This is an optimization exercise on Yosys and OpenROAD, whose aim is small area, a short achievable clock period and few clock cycles per item, not a production implementation.
Only simulation tests tie the RTL to the original design; equivalence was not proved.

==> flow/design.v, too long to show whole: its modules and the start of the top module <==
// module scm_div2: 30 lines
// module scm_sq1: 336 lines
// module scm_sq2: 350 lines
// module scm_keep: 457 lines
// module sigma_clipped_mean_unit: 212 lines
module sigma_clipped_mean_unit (
    input  logic        i_clk,
    input  logic        i_rst_n,
    input  logic        s_axis_tvalid,
    output logic        s_axis_tready,
    input  logic [15:0] s_axis_tdata,    
    output logic        m_axis_tvalid,
    input  logic        m_axis_tready,
    output logic [31:0] m_axis_tdata     
);
  // ...
==> flow/flow/run.sh <==
#!/bin/bash
set -euo pipefail
MARGIN=6.5
sed 's/yosys synth -nofsm -noshare /yosys synth -nofsm -noshare -noabc /' synth_recipe.tcl > synth_recipe_noabc.tcl
grep -q -- "-noabc" synth_recipe_noabc.tcl
EXTRA="SETUP_SLACK_MARGIN=${MARGIN} BUFFER_PORTS_ARGS=-buffer_cell\\\\ sky130_fd_sc_hd__buf_2"
sed -e "s|synth_recipe\.tcl|synth_recipe_noabc.tcl|" \
    -e "s|\"\${@:-finish}\"|${EXTRA} \"\${@:-finish}\"|" standard.sh > standard_tuned.sh
grep -q "SETUP_SLACK_MARGIN=${MARGIN}" standard_tuned.sh
grep -q "synth_recipe_noabc.tcl" standard_tuned.sh
bash standard_tuned.sh finish > flow_make.log 2>&1
==> flow/standard.sh <==
#!/bin/bash
# synth_recipe.tcl (not shown) runs the flow's synth.tcl, then flattens the netlist and writes it again
# the make line also repeats each setting of config.mk as NAME=value (left out here)
make -C /OpenROAD-flow-scripts/flow DESIGN_CONFIG=/design/flow/config.mk WORK_HOME=/design/flow/orfs CLKGATE_MAP_FILE= SYNTH_SCRIPT=/design/flow/synth_recipe.tcl "${@:-finish}"
==> flow/config.mk <==
export PLATFORM = sky130hd
export DESIGN_NAME = sigma_clipped_mean_unit
export DESIGN_NICKNAME = sigma_clipped_mean_unit
export VERILOG_FILES = /design/flow/design.v
export SDC_FILE = /design/flow/constraint.sdc
export NUM_CORES = 4
export LEC_CHECK = 0
export ABC_CLOCK_PERIOD_IN_PS = 3000
export CAP_MARGIN = 20
export CORE_MARGIN = 2
export CORE_UTILIZATION = 65
export CTS_CLUSTER_DIAMETER = 80
export CTS_CLUSTER_SIZE = 24
export SLEW_MARGIN = 20
==> flow/constraint.sdc <==
create_clock -name core_clock -period 10.0 [get_ports {i_clk}]
set_input_delay 2.0000 -clock core_clock [delete_from_list [all_inputs] [get_ports {i_clk}]]
set_output_delay 2.0000 -clock core_clock [all_outputs]
set_load 0.01 [all_outputs]
==> impl_metrics.ini, run 1 <==
[sta]
fmax_mhz = 290
period_needed_ns = 3.45
final-hold-violation-count = 0
tightest_slew_ns = 1.02

[worst_setup_path]
cp.arrival_ns = 3.90

[die]
fp.dieW_um = 234
dieArea_um2 = 54900
num_io_pins = 54

[cts]
clk_latency_ns = 0.59
cts_setup_buffers = 0
clockRootBuffer = clkbuf_16

[power_and_ir_drop]
p_comb_frac = 0.295
p_clk_mw = 1.78
p_seq_mw = 3.60
pg_comb_mw = 2.25

[finish]
fill_cells = 3816
multi_input_area_share = 0.469
stdcell_count = 3575
layout_common_cells = 582 x dfxtp_1, 370 x fa_1, 368 x and2_1

[logic_synthesis]
synth-simple-area-share = 0.127
synth_edf_count = 133
ys_seq_area_frac = 0.472
netlist_instances = 2866
synth_fa_ha_area_frac = 0.278
synth_commonest_cells = 613 x dfxtp_1, 370 x fa_1, 368 x and2_1
synth_mux_area_frac = 0.0115
synth-xor-area-share = 0.0221
postSynthRegisterBits = 746
netlist-cell-type-count = 75

[route]
wl_met2_um = 33000
ant_nets = 0

[global_route]
grt_max_degree = 82
grt_pass1_wl_um = 111000
grtUsageMet1 = 0.362

[placed_design]
dp_cells = 3507
port_buffers = 50
routabilityCongestion = 0.815

[run_status]
status = complete, no violations

[min_path]
worstHoldPathType = reg2reg

[job]
cap_violations = 0
Testbench counts, summed over its fixed seeds: cycles 3,528, items 192.
==> inputs of run 2 (changes only) <==
--- a/flow/config.mk
+++ b/flow/config.mk
@@ -12,3 +12,4 @@
 export CTS_CLUSTER_DIAMETER = 80
 export CTS_CLUSTER_SIZE = 24
+export GPL_TIMING_DRIVEN = 1
 export SLEW_MARGIN = 20
==> run 2 against run 1 <==
  * Sequential share of layout area stayed put
  * Critical path depth stayed put
  * First-iteration DRC count stayed put
  * Maximum frequency stayed put
  * Critical endpoint unchanged
==> impl_metrics.ini, run 2 <==
[sta]
slew_headroom = 0.321
fmax_mhz = 290
period_needed_ns = 3.45
setup_violations = 0
tightest_slew_ns = 1.02
rsz0062_at_grt = true
final-hold-violation-count = 0
worst_clock_skew_ns = 0.0322
finalSetupTns_ns = 0
fin_crit_sh = 0.345
finalWorstSetupSlack_ns = 6.55
finalMaxSlewViolations = 0

[route]
drc = 0
first_iter_violations = 1181
vias = 19664
drt-vias-per-instance = 5.50
ant_nets = 0
wl_met3_um = 2270
first_pass_iters = 5
highest_layer = met4
wl_per_cell_um = 19.0
wl_met2_um = 33000
met1Wirelength_um = 30600
drt_wl_total_um = 67700

[worst_setup_path]
end_kind = register
cp.arrival_ns = 3.90
worstSetupPathType = reg2reg
worstPathCellList = fa_1, fa_1, ha_1, nand4_1, nor4_2, nand2_1, o211ai_1, a31oi_1, o21a_1, o31ai_1, xnor2_1
slowest_delay_ns = 0.51
critical_path.most_common_cell = fa_1
start_kind = register
cp_top_family = adder cells
cp.required_ns = 10.45
critPathBufInv = 0
slowest_stage = fa_1
crit_path_max_fanout = 2

[placed_design]
routabilityCongestion = 0.815
post-dp-hpwl_um = 49500
dpl_worst_slack_ns = 6.18
dp_cells = 3507
port_buffers = 50

[global_route]
grt_overflow = 0
antenna_found_initial = 0
grt_pass1_wl_um = 111000
first_global_vias = 20817
grt_usage = 0.260
grt_max_degree = 82

[logic_synthesis]
synth-main-ff-cell = dfxtp_1
synth_top_area_share = 0.356
synth_edf_count = 133
ys_warn_count = 2
ys_seq_area_frac = 0.472
synth_commonest_cells = 613 x dfxtp_1, 370 x fa_1, 368 x and2_1
synth_area_leaders = dfxtp_1 36%, fa_1 21%, edfxtp_1 12%
synth_top_area_cell = dfxtp_1
postSynthRegisterBits = 746
netlist-cell-type-count = 75
netlist_area_um2 = 34500
avgSynthCellArea_um2 = 12.0
yosysMostFrequentCell = dfxtp_1
async_flop_share = 0
netlist_instances = 2866

[die]
num_io_pins = 54
fp.coreArea_um2 = 52400
chipHeight_um = 234
dieArea_um2 = 54900
start_util = 0.657
rows = 84
fp.dieW_um = 234

[finish]
syn_to_final_growth_pct = 6.21
drive_gt1_frac = 0.0696
layout_common_cells = 582 x dfxtp_1, 370 x fa_1, 368 x and2_1
layout_commonest_cell = dfxtp_1
stdcell_count = 3575
largest_register_ffs = 304
regMostFlops = r_x
top_regs = r_x (304), r_tc (41), r_ts (41)
nets = 3426

[cts]
cts_buffer_depth = 3
cts_sinks = 746
clk_pin_slew_worst_paths_ns = 0.09
cts_hold_buf = 0
cts_tree = built
cts_buffers = 39
clk_latency_ns = 0.59
cts_max_level = 2
clockRootBuffer = clkbuf_16

[job]
cap_violations = 0

[power_and_ir_drop]
p_leak_nw = 16.0
irDropWorstVdd_uv = 181
power_density_nw_per_um2 = 208
power_mw = 7.63

[min_path]
worstHoldPathType = reg2reg

[run_status]
status = complete, no violations
-- run 2: cell counts in the layout (fill, tap and decap cells not counted) --
No cell type changed its count.
-- run 2: path summary, 6_finish.rpt --
kind | from | end | slack [ns] | depth (start not counted)
hold / removal | r_x[178] | r_x[194] | 0.31 | 0
hold reg to reg | r_x[178] | r_x[194] | 0.31 | 0
setup reg to reg | r_ts[31] | r_keep | 6.55 | 11
setup / recovery | r_ts[31] | r_keep | 6.55 | 11
-- run 2: report_power, final --
group / switching [mW] / internal [mW]
sequential: 0.233 / 3.37
clock: 0.957 / 0.821
combinational: 1.20 / 1.05
-- run 2: logic make-up (layout without fill, tap and decap cells) --
group	count (synthesis)	count (layout)	share of synthesized area
flops	746	746	0.472
xor+xnor	87	87	0.0221
compound gates	330	330	0.0585
mux	37	37	0.0115
fa+ha+maj	545	545	0.278
simple gates	844	844	0.127
other cells	1	4	0.000109
buf+inv	276	294	0.0306
-- run 2: area by class of cell --
type	instances	area [µm²]
multi-input combinational	1846	17200
sequential	746	16300
fill	3816	15800
clock buffer	55	1070
tap	688	861
inverter	162	609
timing repair buffer	66	398
clock inverter	11	156
antenna	1	2.50
-- run 2: layer usage --
metal  GRT usage  up-vias
li1            -     9230
met1       0.362     9960
met2       0.434      371
met3      0.0270      103
met4      0.0753        0
met5           0        -
-- run 2: metrics by stage --
stage | util | instance area [µm²] | hold WS (ns)
after CTS | 0.697 | 36600 | 0.327
after floorplan | - | 34500 | 0.310
after detailed placement | 0.673 | 35300 | 0.312
after global routing | 0.698 | 36600 | 0.333
after global placement | 0.672 | 35300 | 0.310
final | 0.698 | 36600 | 0.314
-- run 2: repair_timing --
item,CTS,global route
endpoints found under the hold margin,0,0
endpoints found under the setup margin,32,16
buffers inserted,0,0
resized for setup,28,17

-- separate check: timing with driven ports --
The results above use ideal ports. As a check the final layouts listed here were re-extracted and re-timed, cells and wires unchanged. Step 1 sets driving cells, clkbuf_16 on the clock port and buf_2 on the other inputs (assumed; they add their load-dependent delay and slew). Step 2 also shifts input and output timing later by t, the mid clock arrival at the registers, as if the neighbouring blocks saw the same clock. Slacks: no drivers / after step 1 / after step 2; pairs: no drivers / after step 1.
run	t, ns	setup WS [ns]	worst hold slack (ns)	worst setup path after step 2
run 1	0.641	6.555 / 6.555 / 6.204	0.314 / 0.314 / 0.314	input to register
run 2	0.641	6.555 / 6.555 / 6.204	0.314 / 0.314 / 0.314	input to register
After both steps every run listed still meets setup and hold.
